This is an optimization exercise on Yosys and OpenROAD, whose aim is a short achievable clock period and few clock cycles, not a production implementation.
The RTL was checked by simulation tests, not by an equivalence proof against the original design.

$ cat design/flow/run.sh
#!/bin/bash
# synth_recipe.tcl (not shown) runs the flow's synth.tcl, then flattens the netlist and writes it again
# the make line also repeats each setting of config.mk as NAME=value (left out here)
make -C /OpenROAD-flow-scripts/flow DESIGN_CONFIG=/design/flow/config.mk WORK_HOME=/design/flow/orfs CLKGATE_MAP_FILE= SYNTH_SCRIPT=/design/flow/synth_recipe.tcl finish
$ cat design/flow/config.mk
export PLATFORM = sky130hd
export DESIGN_NAME = mipsCore
export DESIGN_NICKNAME = mipsCore
export VERILOG_FILES = /design/flow/design.v
export SDC_FILE = /design/flow/constraint.sdc
export NUM_CORES = 4
export LEC_CHECK = 0
export CAP_MARGIN = 20
export CORE_MARGIN = 2
export CORE_UTILIZATION = 40
export SLEW_MARGIN = 20
$ cat design/flow/design.v
`timescale 1ns/1ps
package isaPkg;
	typedef enum logic [5:0] {
		opSpecial = 6'b000000,
		opJ = 6'b000010,
		opBeq = 6'b000100,
		opBne = 6'b000101,
		opLui = 6'b001111,
		opLw = 6'b100011,
		opLbu = 6'b100100,
		opSb = 6'b101000,
		opSw = 6'b101011
	} opcodeT;
	typedef enum logic [5:0] {
		fnBreak = 6'b001101,
		fnAdd = 6'b100000,
		fnSub = 6'b100010,
		fnAnd = 6'b100100,
		fnXor = 6'b100110
	} functT;
	typedef struct packed {
		opcodeT opcode;
		logic [5-1:0] rs;
		logic [5-1:0] rt;
		logic [5-1:0] rd;
		logic [4:0] shamt;
		functT funct;
	} rFormatT;
	typedef struct packed {
		opcodeT opcode;
		logic [5-1:0] rs;
		logic [5-1:0] rt;
		logic [15:0] imm;
	} iFormatT;
	typedef union packed {
		rFormatT r;
		iFormatT i;
	} instrWord;
endpackage
`timescale 1ns/1ps
package ctrlPkg;
	typedef enum logic [3:0] {
		stReset,
		stFetch,
		stDecode,
		stMemAddr,
		stMemRead,
		stLoadWriteBack,
		stMemWrite,
		stRExec,
		stRWriteBack,
		stOverflow,
		stBranch,
		stJump,
		stLui,
		stHalt
	} ctrlStateT;
	typedef enum logic [2:0] {
		aluAdd = 3'b001,
		aluSub = 3'b010,
		aluAnd = 3'b011,
		aluXor = 3'b110,
		aluLui = 3'b111
	} aluOpT;
	typedef enum logic {srcAPc, srcARegA} srcASelT;
	typedef enum logic [1:0] {srcBRegB, srcBStep, srcBImm, srcBBranch} srcBSelT;
	typedef enum logic [1:0] {pcAluResult, pcAluOut, pcJumpTarget, pcExcVector} pcSrcT;
	typedef enum logic {wbAluOut, wbLoadData} wbSrcT;
	typedef enum logic {accWord, accByte} accessSizeT;
endpackage
`timescale 1ns/1ps
module controlUnit (
	input logic clock,
	input logic reset,
	input isaPkg::instrWord instr,
	input logic busDone,
	input logic zero,
	input logic overflow,
	output logic busReq,
	output logic busWrite,
	output ctrlPkg::accessSizeT accessSize,
	output logic useAluOutAddr,
	output logic irLoad,
	output logic mdrLoad,
	output logic regWrite,
	output logic regDstRd,
	output ctrlPkg::wbSrcT wbSrc,
	output logic abLoad,
	output ctrlPkg::aluOpT aluOp,
	output ctrlPkg::srcASelT srcASel,
	output ctrlPkg::srcBSelT srcBSel,
	output logic aluOutLoad,
	output logic pcWrite,
	output logic pcWriteCond,
	output logic branchOnEqual,
	output ctrlPkg::pcSrcT pcSrc,
	output logic epcWrite,
	output logic halted
);
	ctrlPkg::ctrlStateT state;
	ctrlPkg::ctrlStateT nextState;
	isaPkg::opcodeT opcode;
	isaPkg::functT funct;
	ctrlPkg::accessSizeT memSize;
	assign opcode = instr.r.opcode;
	assign funct = instr.r.funct;
	assign memSize = (opcode == isaPkg::opLbu || opcode == isaPkg::opSb) ? ctrlPkg::accByte : ctrlPkg::accWord;
	assign halted = (state == ctrlPkg::stHalt);
	always_ff @(posedge clock) begin
		if (reset)
			state <= ctrlPkg::stReset;
		else
			state <= nextState;
	end
	always_comb begin
		busReq = 1'b0;
		busWrite = 1'b0;
		accessSize = ctrlPkg::accWord;
		useAluOutAddr = 1'b0;
		irLoad = 1'b0;
		mdrLoad = 1'b0;
		regWrite = 1'b0;
		regDstRd = 1'b0;
		wbSrc = ctrlPkg::wbAluOut;
		abLoad = 1'b0;
		aluOp = ctrlPkg::aluAdd;
		srcASel = ctrlPkg::srcAPc;
		srcBSel = ctrlPkg::srcBStep;
		aluOutLoad = 1'b0;
		pcWrite = 1'b0;
		pcWriteCond = 1'b0;
		branchOnEqual = 1'b0;
		pcSrc = ctrlPkg::pcAluResult;
		epcWrite = 1'b0;
		nextState = state;
		case (state)
			ctrlPkg::stReset: nextState = ctrlPkg::stFetch;
			ctrlPkg::stFetch: begin
				busReq = 1'b1;
				irLoad = 1'b1;
				pcWrite = busDone;  
				if (busDone)
					nextState = ctrlPkg::stDecode;
			end
			ctrlPkg::stDecode: begin
				abLoad = 1'b1;
				srcBSel = ctrlPkg::srcBBranch;  
				aluOutLoad = 1'b1;
				case (opcode)
					isaPkg::opSpecial: begin
						case (funct)
							isaPkg::fnAdd, isaPkg::fnSub, isaPkg::fnAnd, isaPkg::fnXor: nextState = ctrlPkg::stRExec;
							isaPkg::fnBreak: nextState = ctrlPkg::stHalt;
							default: nextState = ctrlPkg::stFetch;
						endcase
					end
					isaPkg::opLw, isaPkg::opLbu, isaPkg::opSw, isaPkg::opSb: nextState = ctrlPkg::stMemAddr;
					isaPkg::opBeq, isaPkg::opBne: nextState = ctrlPkg::stBranch;
					isaPkg::opJ: nextState = ctrlPkg::stJump;
					isaPkg::opLui: nextState = ctrlPkg::stLui;
					default: nextState = ctrlPkg::stFetch;  
				endcase
			end
			ctrlPkg::stMemAddr: begin
				srcASel = ctrlPkg::srcARegA;
				srcBSel = ctrlPkg::srcBImm;
				aluOutLoad = 1'b1;
				if (opcode == isaPkg::opLw || opcode == isaPkg::opLbu)
					nextState = ctrlPkg::stMemRead;
				else
					nextState = ctrlPkg::stMemWrite;
			end
			ctrlPkg::stMemRead: begin
				busReq = 1'b1;
				useAluOutAddr = 1'b1;
				accessSize = memSize;
				mdrLoad = 1'b1;
				if (busDone)
					nextState = ctrlPkg::stLoadWriteBack;
			end
			ctrlPkg::stLoadWriteBack: begin
				regWrite = 1'b1;
				wbSrc = ctrlPkg::wbLoadData;
				nextState = ctrlPkg::stFetch;
			end
			ctrlPkg::stMemWrite: begin
				busReq = 1'b1;
				busWrite = 1'b1;
				useAluOutAddr = 1'b1;
				accessSize = memSize;
				if (busDone)
					nextState = ctrlPkg::stFetch;
			end
			ctrlPkg::stRExec: begin
				srcASel = ctrlPkg::srcARegA;
				srcBSel = ctrlPkg::srcBRegB;
				aluOutLoad = 1'b1;
				case (funct)
					isaPkg::fnSub: aluOp = ctrlPkg::aluSub;
					isaPkg::fnAnd: aluOp = ctrlPkg::aluAnd;
					isaPkg::fnXor: aluOp = ctrlPkg::aluXor;
					default: aluOp = ctrlPkg::aluAdd;
				endcase
				nextState = overflow ? ctrlPkg::stOverflow : ctrlPkg::stRWriteBack;
			end
			ctrlPkg::stRWriteBack: begin
				regWrite = 1'b1;
				regDstRd = (opcode == isaPkg::opSpecial);  
				nextState = ctrlPkg::stFetch;
			end
			ctrlPkg::stOverflow: begin
				epcWrite = 1'b1;
				pcWrite = 1'b1;
				pcSrc = ctrlPkg::pcExcVector;
				nextState = ctrlPkg::stFetch;
			end
			ctrlPkg::stBranch: begin
				srcASel = ctrlPkg::srcARegA;
				srcBSel = ctrlPkg::srcBRegB;
				aluOp = ctrlPkg::aluSub;
				pcWriteCond = 1'b1;
				branchOnEqual = (opcode == isaPkg::opBeq);
				pcSrc = ctrlPkg::pcAluOut;
				nextState = ctrlPkg::stFetch;
			end
			ctrlPkg::stJump: begin
				pcWrite = 1'b1;
				pcSrc = ctrlPkg::pcJumpTarget;
				nextState = ctrlPkg::stFetch;
			end
			ctrlPkg::stLui: begin
				srcBSel = ctrlPkg::srcBImm;
				aluOp = ctrlPkg::aluLui;
				aluOutLoad = 1'b1;
				nextState = ctrlPkg::stRWriteBack;
			end
			ctrlPkg::stHalt: nextState = ctrlPkg::stHalt;
			default: nextState = ctrlPkg::stFetch;
		endcase
	end
endmodule
`timescale 1ns/1ps
module aluUnit (
	input logic clock,
	input logic reset,
	input logic [32-1:0] a,
	input logic [32-1:0] b,
	input ctrlPkg::aluOpT aluOp,
	input logic aluOutLoad,
	output logic [32-1:0] result,
	output logic [32-1:0] aluOut,
	output logic zero,
	output logic overflow
);
	localparam int Msb = 32 - 1;
	localparam int Half = 32 / 2;
	logic [32-1:0] sum;
	logic [32-1:0] diff;
	assign sum = a + b;
	assign diff = a - b;
	assign zero = (result == '0);
	always_comb begin
		case (aluOp)
			ctrlPkg::aluSub: result = diff;
			ctrlPkg::aluAnd: result = a & b;
			ctrlPkg::aluXor: result = a ^ b;
			ctrlPkg::aluLui: result = {b[Half-1:0], {Half{1'b0}}};
			default: result = sum;
		endcase
	end
	always_comb begin
		case (aluOp)
			ctrlPkg::aluAdd: overflow = (a[Msb] == b[Msb]) && (sum[Msb] != a[Msb]);
			ctrlPkg::aluSub: overflow = (a[Msb] != b[Msb]) && (diff[Msb] != a[Msb]);
			default: overflow = 1'b0;
		endcase
	end
	always_ff @(posedge clock) begin
		if (reset)
			aluOut <= '0;
		else if (aluOutLoad)
			aluOut <= result;
	end
endmodule
`timescale 1ns/1ps
module registerFile (
	input logic clock,
	input logic reset,
	input logic [5-1:0] readAddrA,
	input logic [5-1:0] readAddrB,
	input logic [5-1:0] writeAddr,
	input logic [32-1:0] writeData,
	input logic writeEnable,
	output logic [32-1:0] readDataA,
	output logic [32-1:0] readDataB
);
	logic [32-1:0] regs [32];
	always_ff @(posedge clock) begin
		if (reset) begin
			for (int i = 0; i < 32; i++)
				regs[i] <= '0;
		end else if (writeEnable && writeAddr != '0) begin  
			regs[writeAddr] <= writeData;
		end
	end
	assign readDataA = regs[readAddrA];
	assign readDataB = regs[readAddrB];
endmodule
`timescale 1ns/1ps
module pcUnit (
	input logic clock,
	input logic reset,
	input ctrlPkg::pcSrcT pcSrc,
	input logic [32-1:0] aluResult,
	input logic [32-1:0] aluOut,
	input logic [25:0] jumpIndex,
	input logic pcWrite,
	input logic pcWriteCond,
	input logic branchOnEqual,
	input logic zero,
	input logic epcWrite,
	output logic [32-1:0] pc
);
	logic [32-1:0] nextPc;
	logic [32-1:0] epc;
	logic pcLoad;
	assign pcLoad = pcWrite || (pcWriteCond && (zero == branchOnEqual));
	always_comb begin
		case (pcSrc)
			ctrlPkg::pcAluResult: nextPc = aluResult;
			ctrlPkg::pcAluOut: nextPc = aluOut;  
			ctrlPkg::pcJumpTarget: nextPc = {pc[32-1:28], jumpIndex, 2'b00};
			default: nextPc = 32'h80;
		endcase
	end
	always_ff @(posedge clock) begin
		if (reset) begin
			pc <= 32'h0;
			epc <= '0;
		end else begin
			if (pcLoad)
				pc <= nextPc;
			if (epcWrite)
				epc <= pc - 32'd4;  
		end
	end
endmodule
`timescale 1ns/1ps
module busInterface (
	input logic clock,
	input logic reset,
	input logic busReq,
	input logic busWrite,
	input ctrlPkg::accessSizeT accessSize,
	input logic useAluOutAddr,
	input logic [32-1:0] pc,
	input logic [32-1:0] aluOut,
	input logic [32-1:0] storeData,
	input logic irLoad,
	input logic mdrLoad,
	input logic [32-1:0] wbDatR,
	input logic wbAck,
	output logic busDone,
	output isaPkg::instrWord instr,
	output logic [32-1:0] loadData,
	output logic [32-1:0] wbAdr,
	output logic [32-1:0] wbDatW,
	output logic [3:0] wbSel,
	output logic wbWe,
	output logic wbCyc,
	output logic wbStb
);
	logic [7:0] laneByte;
	logic isByte;
	assign isByte = (accessSize == ctrlPkg::accByte);
	assign wbAdr = useAluOutAddr ? aluOut : pc;
	assign wbCyc = busReq;
	assign wbStb = busReq;
	assign wbWe = busReq && busWrite;
	assign wbSel = isByte ? 4'b0001 << wbAdr[1:0] : 4'b1111;  
	assign wbDatW = isByte ? {4{storeData[7:0]}} : storeData;
	assign busDone = wbAck;
	assign laneByte = wbDatR[{wbAdr[1:0], 3'b000} +: 8];
	always_ff @(posedge clock) begin
		if (reset)
			instr <= '0;
		else if (irLoad && wbAck)
			instr <= wbDatR;
	end
	always_ff @(posedge clock) begin
		if (mdrLoad && wbAck)
			loadData <= isByte ? {{(32-8){1'b0}}, laneByte} : wbDatR;
	end
endmodule
`timescale 1ns/1ps
module mipsCore (
	input logic clock,
	input logic reset,
	input logic [32-1:0] wbDatR,
	input logic wbAck,
	output logic [32-1:0] wbAdr,
	output logic [32-1:0] wbDatW,
	output logic [3:0] wbSel,
	output logic wbWe,
	output logic wbCyc,
	output logic wbStb,
	output logic halted
);
	isaPkg::instrWord instr;
	logic busReq;
	logic busWrite;
	logic busDone;
	ctrlPkg::accessSizeT accessSize;
	logic useAluOutAddr;
	logic irLoad;
	logic mdrLoad;
	logic regWrite;
	logic regDstRd;
	ctrlPkg::wbSrcT wbSrc;
	logic abLoad;
	ctrlPkg::aluOpT aluOp;
	ctrlPkg::srcASelT srcASel;
	ctrlPkg::srcBSelT srcBSel;
	logic aluOutLoad;
	logic pcWrite;
	logic pcWriteCond;
	logic branchOnEqual;
	ctrlPkg::pcSrcT pcSrc;
	logic epcWrite;
	logic zero;
	logic overflow;
	logic [32-1:0] pc;
	logic [32-1:0] aluA;
	logic [32-1:0] aluB;
	logic [32-1:0] aluResult;
	logic [32-1:0] aluOut;
	logic [32-1:0] regA;
	logic [32-1:0] regB;
	logic [32-1:0] readDataA;
	logic [32-1:0] readDataB;
	logic [32-1:0] loadData;
	logic [32-1:0] signExtImm;
	logic [5-1:0] writeAddr;
	logic [32-1:0] writeData;
	assign signExtImm = {{(32-16){instr.i.imm[15]}}, instr.i.imm};
	assign aluA = (srcASel == ctrlPkg::srcARegA) ? regA : pc;
	assign writeAddr = regDstRd ? instr.r.rd : instr.i.rt;
	assign writeData = (wbSrc == ctrlPkg::wbLoadData) ? loadData : aluOut;
	always_comb begin
		case (srcBSel)
			ctrlPkg::srcBRegB: aluB = regB;
			ctrlPkg::srcBStep: aluB = 32'd4;
			ctrlPkg::srcBImm: aluB = signExtImm;
			default: aluB = signExtImm << 2;  
		endcase
	end
	always_ff @(posedge clock) begin
		if (abLoad) begin
			regA <= readDataA;
			regB <= readDataB;
		end
	end
	controlUnit control (.*);
	aluUnit alu (
		.*,
		.a(aluA),
		.b(aluB),
		.result(aluResult)
	);
	registerFile regs (
		.*,
		.readAddrA(instr.r.rs),
		.readAddrB(instr.r.rt),
		.writeEnable(regWrite)
	);
	pcUnit pcu (
		.*,
		.jumpIndex(instr[25:0])
	);
	busInterface bus (
		.*,
		.storeData(regB)
	);
endmodule
$ cat design/flow/constraint.sdc
create_clock -name core_clock -period 7.0 [get_ports {clock}]
set_input_delay 1.4000 -clock core_clock [delete_from_list [all_inputs] [get_ports {clock}]]
set_output_delay 1.4000 -clock core_clock [all_outputs]
set_load 0.01 [all_outputs]
==> results.txt <==
==> cells by family (layout without fill, tap and decap cells) <==
logic type      after synthesis  after routing  synth area share (%)
simple gates               1849           1849                 11.56
flops                      1220           1220                 53.35
mux                         785            785                 23.94
compound gates              617            617                 6.240
buf+inv                     599            663                 3.505
fa+ha+maj                    65             65                 1.229
xor+xnor                     13             13                0.1705
other cells                   1             36              0.005614
==> registers in the layout, summed over array words and instances, names as in the netlist <==
register       flops
alu.aluOut        32
regB              32
control.state      4
bus.loadData      32
bus.instr         32
pcu.pc            32
regA              32
regs.regs       1024
==> synth_stat cells, types with 51 or more instances <==
cell / count / area [um^2]
inv_1: 90 / 337.8
dfxtp_1: 100 / 2002
clkbuf_1: 412 / 1546
ha_1: 64 / 800.8
mux2_2: 98 / 1104
nor2_1: 1158 / 4347
a21oi_1: 213 / 1066
buf_1: 57 / 214.0
nand2_1: 372 / 1396
mux4_2: 640 / 14410
nand2b_1: 51 / 319.1
edfxtp_1: 1120 / 33630
o21ai_0: 71 / 355.3
==> path summary, 6_finish.rpt <==
check | start | to | slack (ps) | depth (start not counted)
setup / recovery | control.state[3]$_SDFFE_PP0P_ | pcu.pc[31]$_SDFFE_PP0P_ | 270 | 22
hold / removal | pcu.pc[11]$_SDFFE_PP0P_ | pcu.pc[11]$_SDFFE_PP0P_ | 530 | 2
setup reg to reg | control.state[3]$_SDFFE_PP0P_ | pcu.pc[31]$_SDFFE_PP0P_ | 270 | 22
hold reg to reg | pcu.pc[11]$_SDFFE_PP0P_ | pcu.pc[11]$_SDFFE_PP0P_ | 530 | 2
==> metal layers <==
layer,GRT usage (%),share of wire (%)
met5,0,0.021
met1,36.81,36
met3,6.113,11
met4,13.36,5.0
met2,47.87,48
==> worst max-delay path, stage by stage, from the launching register on <==
cell and delay (ps):
dfxtp_1 550, buf_4 260, nand2b_1 240, o21ai_1 190
o21ai_0 650, inv_1 110, ha_1 380, nor2b_1 180
a311oi_1 90, a211oi_1 630, nor3_2 230, o41a_1 460
buf_4 170, a21oi_1 260, nor3_1 80, nor4b_1 500
buf_4 220, nor4_1 60, nand4_1 190, buf_4 150
o21ai_2 80, nor2_4 660, a311oi_1 200
==> report_power, final <==
part	internal [mW]	switching, mW	total (mW)
clock	3.64	2.84	6.47
combinational	0.983	1.39	2.37
sequential	8.20	0.203	8.41
==> per-stage QoR <==
stage | cell area [um^2] | setup slack, ps
floorplan | 66910 | 1401
global placement | 71080 | 463.2
detailed placement | 71200 | 373.5
CTS | 75020 | 366.7
global route | 75570 | 1.640
finish | 75580 | 266.7
==> final cells by class <==
cell class	instances	area, um^2	share of cell area, %
diodes	4	10.01	0.01324
well taps	2189	2739	3.624
inverters	95	357.8	0.4735
clock buffers	157	3236	4.281
flip-flops and latches	1220	35670	47.19
repair buffers	348	3438	4.549
clock inverters	63	584.3	0.7731
multi-input cells	3361	29550	39.10
==> impl_metrics.csv <==
group,metric,value,unit
status,status,"finished clean",
synthesis,async_flop_share,0,%
critical_path,cp.required,7560,ps
synthesis,ys_seq_area_share,53.35,%
sta,period_share,96.19,%
clocking,holdBufCountCts,0,
sta,tns,0,ps
placed_design,port_buffers,106,
routing,num_vias,47960,
sta,holdWs,533.2,ps
die,start_util,40.39,%
placed_design,routabilityCongestion,1.018,
placed_design,hpwl,158300,um
clocking,tritoncts,"yes",
power_and_ir_drop,p_per_area,228.2,mW/mm^2
sta,hold_viol_final,0,
grt,grt_pass1_vias,47120,
die,die_h,412.6,um
die,core_area,0.1654,mm^2
cells_and_area,fin_cells,7437,
cells_and_area,nets,5247,
grt,grt.overflow.total,0,
routing,drt_drc_violations_left,0,
die,rows,149,
synthesis,synth_area_per_cell,12.97,um^2
routing,postRouteWirelength,249900,um
synthesis,yosys_register_bits,1220,
clocking,cts.sinks,1220,
job,max_cap_viol_count,0,
synthesis,yosysUniqueCellTypes,96,
power_and_ir_drop,p_leak,24.13,nW
cells_and_area,final_cell_mix,"nor2_1, edfxtp_1, mux4_2",
placed_design,dp.cells,7191,
synthesis,ys.flop_type,"edfxtp_1",
worst_hold_path,hold_class,"reg -> reg",
grt,grt_antenna_before_repair,12,
cells_and_area,layout_commonest_cell,"nor2_1",
grt,track_usage,29.05,%
clocking,root_buffer,"clkbuf_16",
power_and_ir_drop,p_total,17.25,mW
synthesis,ys.warnings.count,6,
clocking,cts.path.max_buffers,3,
cells_and_area,fillers,14620,
sta,fin_skew,38.44,ps
synthesis,synth_edf_count,1120,
clocking,clk-insertion-delay-late,760,ps
grt,grt_start_max_net_pins,94,
sta,slew_headroom,21.51,%
critical_path,end_kind,"flop",
die,ios,107,
die,dieArea,0.1703,mm^2
critical_path,criticalPathCategory,"reg -> reg",
cells_and_area,drive_gt1_share,24.83,%
sta,worst_pin_slew,1177,ps
routing,postRouteAntennaNets,0,
clocking,clk_pin_slew,60,ps
critical_path,crit_arrival,7300,ps
sta,finalSetupViolations,0,
sta,max_freq,148.5,MHz
grt,grt_pass1_wl,349800,um
clocking,post_cts_resize_count,0,
sta,rsz0062_at_grt,"false",
synthesis,syn_area,0.06679,mm^2
clocking,cts_buffers,121,
power_and_ir_drop,vdd_drop_max,0.0002238,V
routing,first_iter_violations,7196,
die,fp.dieW,412.6,um
synthesis,netlist_instances,5149,
critical_path,critPathMaxFanout,28,
routing,viasPerCell,6.448,
critical_path,cp-start-kind,"flop",
sta,period_needed,6733,ps
routing,drt_pass1_iterations,10,
clocking,post_cts_buffers,0,
cells_and_area,final_util,45.71,%
clocking,cts_max_level,3,
cells_and_area,area_growth,13.16,%
sta,slew_viol_final,0,
routing,wl_per_cell,33.60,um
Testbench counts, summed over its fixed seeds: cycles 80,987.

what the ideal ports hide:
The results above use ideal ports. As a check the final layout listed here was re-extracted and re-timed, cells and wires unchanged. Step 1: set_driving_cell puts a clkbuf_16 on clock and a buf_2 on each other input, an assumption about the parent block. Step 2 also shifts input and output timing later by t, the mid clock arrival at the registers, as if the neighbouring blocks saw the same clock. Slacks: no drivers / after step 1 / after step 2; pairs: no drivers / after step 1.
t (ns): 0.826
slack for setup (ns): 0.267 / 0.267 / 0.267
latest minus earliest clock arrival (ns): 0.039 / 0.038
worst register clock-pin slew, ns: 0.07 / 0.07
After both steps this run still meets setup and hold. For this run, drivers alone change the setup slack by 0.000 ns; drivers and shift together by 0.000 ns.
